What follows belongs to an exercise in optimizing a design on an open flow for small area, a short achievable clock period and few clock cycles per item; a production flow would make more cautious choices.
At most, simulation tests tie the RTL to the original design; equivalence was not proved.

cedar:
// sparse_top
module sparse_top #(
  parameter int LANES     = sparse_cfg_pkg::LANES_DEF,
  parameter int DATA_W    = sparse_cfg_pkg::DATA_W_DEF,
  parameter int ACC_W     = sparse_cfg_pkg::ACC_W_DEF,
  parameter int OUT_SHIFT = sparse_cfg_pkg::SHIFT_DEF
) (
  input  logic                    clk,
  input  logic                    rst_n,
  input  logic [LANES*DATA_W-1:0] weights_in,
  input  logic                    weights_valid,
  output logic                    weights_ready,
  input  logic [LANES*DATA_W-1:0] act_packed,
  input  logic [LANES-1:0]        act_mask,
  input  logic                    act_last,
  input  logic                    act_valid,
  output logic                    act_ready,
  output logic [LANES*DATA_W-1:0] out_packed,
  output logic [LANES-1:0]        out_mask,
  output logic                    out_valid,
  input  logic                    out_ready
);
Size in the first run: ~3,500 cells after synthesis, ~310 flip-flops, ~110 I/O pins.
clock: 7.0 ns
lec_check: 0
abc_area: 1
cap_margin: 20
core_margin: 2
core_utilization: 40
setup_slack_margin: 3
slew_margin: 20
run.sh (not shown) runs the stock make flow with config.mk's settings and CLKGATE_MAP_FILE= SYNTH_SCRIPT=/design/flow/synth_recipe.tcl, a recipe that flattens the netlist after the stock synthesis.
[inputs] amber vs cedar
Settings: a change of SETUP_SLACK_MARGIN from 3 to 4.5.
==> comparison <==
- amber completed end to end with timing, DRC and antenna clean.
- amber against cedar: sum of met2 wire segment lengths after detailed routing climbed 10,000 um, total global routing track utilization climbed 1.8 points, area growth from synthesis to layout climbed 23 points.
- Final cell area: amber above cedar
- cedar → amber: worst setup slack went up by 390 ps, count of placed standard cells in the final layout, fillers left out picked up an extra 246, post-placement setup slack has increased.
### amber -> raven
Settings: swapping 4.5 for 3 in SETUP_SLACK_MARGIN; clearing ABC_AREA, which used to be 1.
Results
simple AND/OR/NAND/NOR gates as the dominant combinational cell family by area after synthesis was reported by amber, and adder cells by raven.
raven did not stop at any stage, and its layout met the timing, design-rule and antenna checks.
Sequential share of layout area in raven is 8.1 points higher than in amber
Between raven and amber, the inverter count of the layout excluding clock inverters is lower for raven.
Iteration-0 DRC count of the detailed router came out lower on raven than on amber.
raven against amber.
When the final numbers for raven and amber were put side by side, the number of cells on the worst reg-to-reg path turned out to be greater in raven.
Re arrival time of the worst setup path: amber was lower than raven.
Of raven and amber, it is raven that has the lower clock skew.
raven improves on amber in routed wire length.
Setup changes, raven to maple
Settings: CORE_UTILIZATION changed from 40 to 60; SETUP_SLACK_MARGIN changed from 3 to 4.
==> results.txt <==
maple ends up with a growth of design area from synthesis to finish that is 13 points higher than in raven.
maple finished every step from synthesis to the final layout, and the layout passed the timing, design-rule and antenna checks.
No functional check of the RTL was part of any run of this note.

---

sparse_top, a different RTL version from the one above (not shown whole).
Size in the first run: ~2,500 cells after synthesis, ~110 I/O pins, ~25,000 um2 of cells after synthesis.
## sparse_top
module sparse_top #(
  parameter int LANES     = sparse_cfg_pkg::LANES_DEF,
  parameter int DATA_W    = sparse_cfg_pkg::DATA_W_DEF,
  parameter int ACC_W     = sparse_cfg_pkg::ACC_W_DEF,
  parameter int OUT_SHIFT = sparse_cfg_pkg::SHIFT_DEF
) (
  input  logic                    clk,
  input  logic                    rst_n,
  input  logic [LANES*DATA_W-1:0] weights_in,
  input  logic                    weights_valid,
  output logic                    weights_ready,
  input  logic [LANES*DATA_W-1:0] act_packed,
  input  logic [LANES-1:0]        act_mask,
  input  logic                    act_last,
  input  logic                    act_valid,
  output logic                    act_ready,
  output logic [LANES*DATA_W-1:0] out_packed,
  output logic [LANES-1:0]        out_mask,
  output logic                    out_valid,
  input  logic                    out_ready
);
make LEC_CHECK=0 CAP_MARGIN=20 CORE_MARGIN=2 CORE_UTILIZATION=40 SETUP_SLACK_MARGIN=4 SLEW_MARGIN=20 finish   # period 7.0 ns
The first run completed with no timing, DRC or antenna violations.
Then changed:
- ABC_AREA: default -> 1
Utilization falls by 1.8 points.
Synthesized cell count came out higher by 4.6%.
Global-route usage decreases by 1.1 points.
Non-clock buffer count drops by 140.
Critical path depth does not change.
Clock skew went down by 13 ps.
Wire length went down by 11%.
Function was not checked in any run of this note: the RTL went through the layout flow alone.

---

== run A ==
Another version of the RTL of sparse_top (not shown whole).
For scale: roughly 2,800 cells after synthesis, about 330 flip-flops, about 110 I/O pins, about 24,000 sq um of cells after synthesis.
==> flow/config.mk <==
export PLATFORM = sky130hd
export DESIGN_NAME = sparse_top
export DESIGN_NICKNAME = sparse_top
export VERILOG_FILES = /design/flow/design.v
export SDC_FILE = /design/flow/constraint.sdc
export NUM_CORES = 4
export LEC_CHECK = 0
export ABC_AREA = 1
export CAP_MARGIN = 20
export CORE_MARGIN = 2
export CORE_UTILIZATION = 40
export CTS_CLUSTER_DIAMETER = 250
export CTS_CLUSTER_SIZE = 25
export SETUP_SLACK_MARGIN = 4
export SLEW_MARGIN = 20
==> flow/constraint.sdc <==
create_clock -name core_clock -period 7.0 [get_ports {clk}]
set_input_delay 1.4000 -clock core_clock [delete_from_list [all_inputs] [get_ports {clk}]]
set_output_delay 1.4000 -clock core_clock [all_outputs]
set_load 0.01 [all_outputs]
The final layout from run A, which completed every stage, passed the timing, design-rule and antenna checks at the end of the flow.
Testbench counts of run A, summed over its fixed seeds: cycles 11,168, groups 2,400.
Modified inputs, run B compared to run A
- changing CTS_CLUSTER_DIAMETER from 250 to 200
- changing CTS_CLUSTER_SIZE from 25 to 20
- changing CORE_UTILIZATION from 40 to 50
--- outcome ---
- Delta(initial core utilization, run B - run A) > 0
- Compared with run A, run B shows a multi-input combinational cell area that is 0.34% lower.
- Of the two values seen for top routing layer in use, met5 was produced by run B and met4 by run A.
- Changes observed in run B relative to run A: clock-buffer cell count climbed 6.
- Compared with run A, in run B area overhead of the layout relative to synthesis has decreased; maximum clock frequency has decreased.
Input changes introduced in run C (baseline for comparison: run B):
- changing CTS_CLUSTER_DIAMETER from 200 to 250
- setting PLACE_DENSITY to 0.75 for the first time
- changing CTS_CLUSTER_SIZE from 20 to 25
==> results.txt <==
Run B reports its capture point of the critical path as mac.acc_q[0][14] while run C reports mac.acc_q[3][14].
Run B → run C: number of DRC markers in iteration 0 dropped 128; worst slew margin relative to its limit lower.

---

Setup of 03-04:
sparse_top again, from the RTL that the note above started with.
export LEC_CHECK = 0
export ABC_AREA = 1
export CAP_MARGIN = 20
export CORE_MARGIN = 2
export CORE_UTILIZATION = 50
export CTS_CLUSTER_DIAMETER = 250
export CTS_CLUSTER_SIZE = 25
export SETUP_SLACK_MARGIN = 3.8
export SLEW_MARGIN = 20
create_clock -name core_clock -period 7.0 [get_ports {clk}]
Testbench counts of 03-04, summed over its fixed seeds: cycles 11,168, groups 2,400.
For 09-01, these inputs were changed with respect to 03-04:
-- flow/config.mk --
<<< 03-04, line 12
export CTS_CLUSTER_DIAMETER = 250
export CTS_CLUSTER_SIZE = 25
export SETUP_SLACK_MARGIN = 3.8
export SLEW_MARGIN = 20
>>> 09-01, line 12
export CTS_CLUSTER_DIAMETER = 250
export CTS_CLUSTER_SIZE = 25
export SETUP_SLACK_MARGIN = 4
export SLEW_MARGIN = 20
==> results.txt <==
Changes observed in 09-01 relative to 03-04: area added between synthesis and finish saw an increase, fraction of standard cell area that is sequential saw a decrease, number of nets in the layout saw an increase, core utilization saw an increase. Looking at final period utilization across 03-04 and 09-01, the one that comes out higher is 03-04.

---

sparse_top, a different RTL version from the one above (not shown whole).
Size in the first run: ~1900 cells after synthesis, about 200 flip-flops, about 110 I/O pins.
export LEC_CHECK = 0
export CAP_MARGIN = 20
export CORE_MARGIN = 2
export CORE_UTILIZATION = 40
export SETUP_SLACK_MARGIN = 2.5
export SLEW_MARGIN = 20
create_clock -name core_clock -period 7.0 [get_ports {clk}]
The starting point finished with timing, DRC and antenna clean.
Next try:
- SETUP_SLACK_MARGIN: 2.5 -> 1.5
After rerunning: The changed run completed with no timing, DRC or antenna violations; fmax came out lower by 2.4%; count of clock-buffer cells in the layout came out higher by 1; sequential share of layout area climbs by 1.8 points; routed wire length is lower by 15%.
Function was not checked in any run of this note: the RTL went through the layout flow alone.

---

Another version of the RTL of sparse_top (not shown whole).
Size in the first run: ~2800 cells after synthesis, ~110 I/O pins, ~25000 um2 of cells after synthesis.
Design sparse_top, start of the top module:
module sparse_top #(
  parameter int LANES     = sparse_cfg_pkg::LANES_DEF,
  parameter int DATA_W    = sparse_cfg_pkg::DATA_W_DEF,
  parameter int ACC_W     = sparse_cfg_pkg::ACC_W_DEF,
  parameter int OUT_SHIFT = sparse_cfg_pkg::SHIFT_DEF
) (
  input  logic                    clk,
  input  logic                    rst_n,
  input  logic [LANES*DATA_W-1:0] weights_in,
  input  logic                    weights_valid,
  output logic                    weights_ready,
  input  logic [LANES*DATA_W-1:0] act_packed,
  input  logic [LANES-1:0]        act_mask,
  input  logic                    act_last,
  input  logic                    act_valid,
  output logic                    act_ready,
  output logic [LANES*DATA_W-1:0] out_packed,
  output logic [LANES-1:0]        out_mask,
  output logic                    out_valid,
  input  logic                    out_ready
);
  logic [LANES*DATA_W-1:0] lanes_d;
  logic [LANES*ACC_W-1:0]  acc_lanes;
  logic accept, weight_load, s1_en, acc_en, acc_clr, out_load;
  flow_controller controller (
    .clk(clk), .rst_n(rst_n),
    .weights_valid(weights_valid), .weights_ready(weights_ready),
    .act_valid(act_valid), .act_last(act_last), .act_ready(act_ready),
    .out_valid(out_valid), .out_ready(out_ready),
    .accept(accept), .weight_load(weight_load),
    .s1_en(s1_en), .acc_en(acc_en), .acc_clr(acc_clr), .out_load(out_load)
  );
  sparse_decoder #(.LANES(LANES), .DATA_W(DATA_W)) decoder (
    .act_packed(act_packed), .act_mask(act_mask), .lanes_d(lanes_d)
  );
  ...
==> flow/config.mk <==
export PLATFORM = sky130hd
export DESIGN_NAME = sparse_top
export DESIGN_NICKNAME = sparse_top
export VERILOG_FILES = /design/flow/design.v
export SDC_FILE = /design/flow/constraint.sdc
export NUM_CORES = 4
export LEC_CHECK = 0
export ABC_AREA = 1
export CAP_MARGIN = 20
export CORE_MARGIN = 2
export CORE_UTILIZATION = 50
export SETUP_SLACK_MARGIN = 4
export SLEW_MARGIN = 20
export TNS_END_PERCENT = 10
==> flow/constraint.sdc <==
create_clock -name core_clock -period 7.0 [get_ports {clk}]
set_input_delay 1.4000 -clock core_clock [delete_from_list [all_inputs] [get_ports {clk}]]
set_output_delay 1.4000 -clock core_clock [all_outputs]
set_load 0.01 [all_outputs]
Testbench counts at the start, summed over its fixed seeds: cycles 11,168, groups 2,400.
Then changed:
Settings changed: CORE_UTILIZATION 50 to 40, TNS_END_PERCENT 10 to not set.
After rerunning: Worst setup slack gains 0.092 ns; register-to-register slack is better by 0.09 ns; count of clock-buffer cells in the layout came out higher by 7; synthesized cell count is unchanged; global-route usage drops by 3.7 points.
Then changed:
Settings changed: CORE_UTILIZATION 40 to 50, CTS_CLUSTER_DIAMETER set to 250, CTS_CLUSTER_SIZE set to 25, SETUP_SLACK_MARGIN 4 to 3.8.
What happened: Sequential share of layout area went up by 3.1 points; hold slack gains 0.029 ns; maximum frequency went down by a few percent; synthesized cell count is unchanged; via count went down by a few percent; clock skew went up by 0.016 ns; critical path depth went down by 8; count of clock-buffer cells in the layout went down by 34; die area went down by about a fifth.
Then changed:
Settings changed: CORE_UTILIZATION 50 to 40, CTS_CLUSTER_DIAMETER 250 to not set, CTS_CLUSTER_SIZE 25 to not set, SETUP_SLACK_MARGIN 3.8 to 3.6.
The changed run ran to the end with no violations.
Hold slack got worse by 0.028 ns.
Area after synthesis does not change.
Register-to-register slack degrades by 0.15 ns.
Wire length went up by a few percent.
Clock-buffer cell count rises by 27.
Flip-flop and latch count is unchanged.
Cell count increases by a few percent.
Clock skew falls by 0.0083 ns.
First-iteration DRC count goes up by a few percent.
Design area is higher by a few percent.

---

Starting RTL as in the previous note.
==> flow/config.mk <==
export PLATFORM = sky130hd
export DESIGN_NAME = sparse_top
export DESIGN_NICKNAME = sparse_top
export VERILOG_FILES = /design/flow/design.v
export SDC_FILE = /design/flow/constraint.sdc
export NUM_CORES = 4
export LEC_CHECK = 0
export ABC_AREA = 1
export CAP_MARGIN = 20
export CORE_MARGIN = 2
export CORE_UTILIZATION = 40
export SETUP_SLACK_MARGIN = 4.3
export SLEW_MARGIN = 20
==> flow/constraint.sdc <==
create_clock -name core_clock -period 7.0 [get_ports {clk}]
set_input_delay 1.4000 -clock core_clock [delete_from_list [all_inputs] [get_ports {clk}]]
set_output_delay 1.4000 -clock core_clock [all_outputs]
set_load 0.01 [all_outputs]
The starting point completed without violations.
Testbench counts at the start, summed over its fixed seeds: cycles 11,168, groups 2,400.
Rerun with:
--- a/flow/config.mk
+++ b/flow/config.mk
@@ -11,2 +11,2 @@
-export CORE_UTILIZATION = 40
-export SETUP_SLACK_MARGIN = 4.3
+export CORE_UTILIZATION = 60
+export SETUP_SLACK_MARGIN = 3.8
Global-route usage rises by 7.1 points.
Register-to-register slack gets worse by 0.16 ns.
Routed wire length falls by 10%.
Final cell count falls by about 10%.
Synthesized cell count is unchanged.
Sequential share of layout area rises by 3.4 points.
Non-clock buffer count falls by 94.
Setup slack gets worse by 0.16 ns.
Utilization rises by 18 points.
Rerun with:
--- a/flow/config.mk
+++ b/flow/config.mk
@@ -11,2 +11,4 @@
-export CORE_UTILIZATION = 60
-export SETUP_SLACK_MARGIN = 3.8
+export CORE_UTILIZATION = 50
+export CTS_CLUSTER_DIAMETER = 250
+export CTS_CLUSTER_SIZE = 25
+export SETUP_SLACK_MARGIN = 4
@@ -13,0 +16 @@
+export TNS_END_PERCENT = 10
Effect: Setup slack improves by 0.016 ns. Critical path depth rises by 1. Maximum frequency rises by 0.52%. Register-to-register slack improves by 0.02 ns. Area after synthesis stays the same. Cell count rises by 2.9%. Routed wire length rises by 1.4%. Utilization falls by 12 points.
Rerun with:
--- a/flow/config.mk
+++ b/flow/config.mk
@@ -11,4 +11,2 @@
-export CORE_UTILIZATION = 50
-export CTS_CLUSTER_DIAMETER = 250
-export CTS_CLUSTER_SIZE = 25
-export SETUP_SLACK_MARGIN = 4
+export CORE_UTILIZATION = 40
+export SETUP_SLACK_MARGIN = 3.8
@@ -16 +13,0 @@
-export TNS_END_PERCENT = 10
Area after synthesis does not change.
Utilization drops by 9.8 points.
Setup slack gets worse by 0.014 ns.
Rerun with:
--- a/flow/config.mk
+++ b/flow/config.mk
@@ -11 +11,3 @@
-export CORE_UTILIZATION = 40
+export CORE_UTILIZATION = 50
+export CTS_CLUSTER_DIAMETER = 171
+export CTS_CLUSTER_SIZE = 20
Result:
- The new run completed without violations
- worst hold slack gains 0.021 ns
- maximum frequency stays flat
- die area decreases by 20%
- cell count drops by 5.8%
- first-iteration DRC count went up by 13%
- core utilization goes up by 9.7 points
- design area falls by 3.8%
- via count fell by 0.51%
- routed wire length falls by 3.3%
- clock skew stays flat
- flip-flop and latch count stays the same

---

RTL: one of the versions met above, not the one the previous note started from.
Size in the first run: ~310 flip-flops, about 0.027 sq mm of cells after synthesis.
Settings: LEC_CHECK=0, ABC_AREA=1, CAP_MARGIN=20, CORE_MARGIN=2, CORE_UTILIZATION=40, SETUP_SLACK_MARGIN=3.5, SLEW_MARGIN=20; clock period 7.0 ns.
The baseline finished with timing, DRC and antenna clean.
Edit:
Settings changed: SETUP_SLACK_MARGIN 3.5 to 4.
=> The changed run finished with timing, DRC and antenna clean. Global-route usage went up by 0.77 points. Routed wire length rises by a few percent. Area after synthesis does not change. Cell area came out higher by a few percent. Core utilization is higher by 2.8 points. Critical path depth stays the same.
Edit:
Settings changed: ABC_AREA 1 to unset.
Cell count is lower by 26%.
Maximum frequency is lower by 9.6%.
Setup slack loses 0.33 ns.
Utilization is higher by 3.9 points.
Area after synthesis is lower by 10%.
Die area is lower by 10%.
Clock-buffer cell count is higher by 2.
Design area is lower by 2.9%.
Synthesized cell count is lower by 35%.
Register-to-register slack loses 0.33 ns.
Wire length is lower by 10%.
No run of this note included a check of the RTL's function; only the layout flow was run.

static timing again, ports no longer ideal:
No port has a modelled driver above. Below, the same layouts with a new extraction and two added sets of constraints.
Step 1, drivers: a clkbuf_16 drives clk and a buf_2 each remaining input, both assumed.
Step 2, shift: input delay + t, output delay - t, t = (earliest + latest rising clock arrival at the registers) / 2. This alone moves slack from input paths to output paths.
Slacks: no drivers / after step 1 / after step 2; pairs: no drivers / after step 1.
run | t (ns) | slack for setup (ns) | pins driven straight from the clock port
cedar | 0.622 | 3.415 / 3.415 / 2.926 | 1
amber | 0.630 | 3.804 / 3.804 / 3.804 | 1
raven | 0.611 | 3.143 / 3.143 / 2.581 | 1
maple | 0.599 | 3.477 / 3.477 / 3.477 | 1
the first run of note 2 | 0.612 | 3.367 / 3.367 / 3.367 | 1
the second run of note 2 | 0.608 | 3.620 / 3.620 / 3.566 | 1
run A | 0.595 | 4.079 / 4.032 / 3.589 | 1
run B | 0.607 | 4.057 / 4.057 / 3.608 | 1
run C | 0.577 | 4.065 / 4.037 / 3.624 | 1
03-04 | 0.579 | 3.919 / 3.924 / 3.370 | 1
09-01 | 0.599 | 4.063 / 4.027 / 3.598 | 1
the first run of note 5 | 0.605 | 1.842 / 1.842 / 1.842 | 1
the second run of note 5 | 0.611 | 1.713 / 1.713 / 1.713 | 1
the first run of note 6 | 0.612 | 3.946 / 3.946 / 3.444 | 1
the second run of note 6 | 0.619 | 4.038 / 4.012 / 3.577 | 1
the third run of note 6 | 0.593 | 3.954 / 3.954 / 3.411 | 1
the fourth run of note 6 | 0.615 | 3.799 / 3.799 / 3.308 | 1
the first run of note 7 | 0.613 | 4.085 / 4.085 / 3.848 | 1
the second run of note 7 | 0.615 | 3.922 / 3.922 / 3.384 | 1
the third run of note 7 | 0.583 | 3.937 / 3.937 / 3.429 | 1
the fourth run of note 7 | 0.619 | 3.923 / 3.923 / 3.361 | 1
the fifth run of note 7 | 0.611 | 3.922 / 3.922 / 3.430 | 1
the first run of note 8 | 0.623 | 3.698 / 3.728 / 3.108 | 1
the second run of note 8 | 0.627 | 3.860 / 3.860 / 3.556 | 1
the third run of note 8 | 0.625 | 3.528 / 3.528 / 3.459 | 1
After both steps every run listed still meets setup and hold. For the first run of note 8, which loses most, drivers alone change the setup slack by +0.030 ns; drivers and shift together by -0.590 ns.
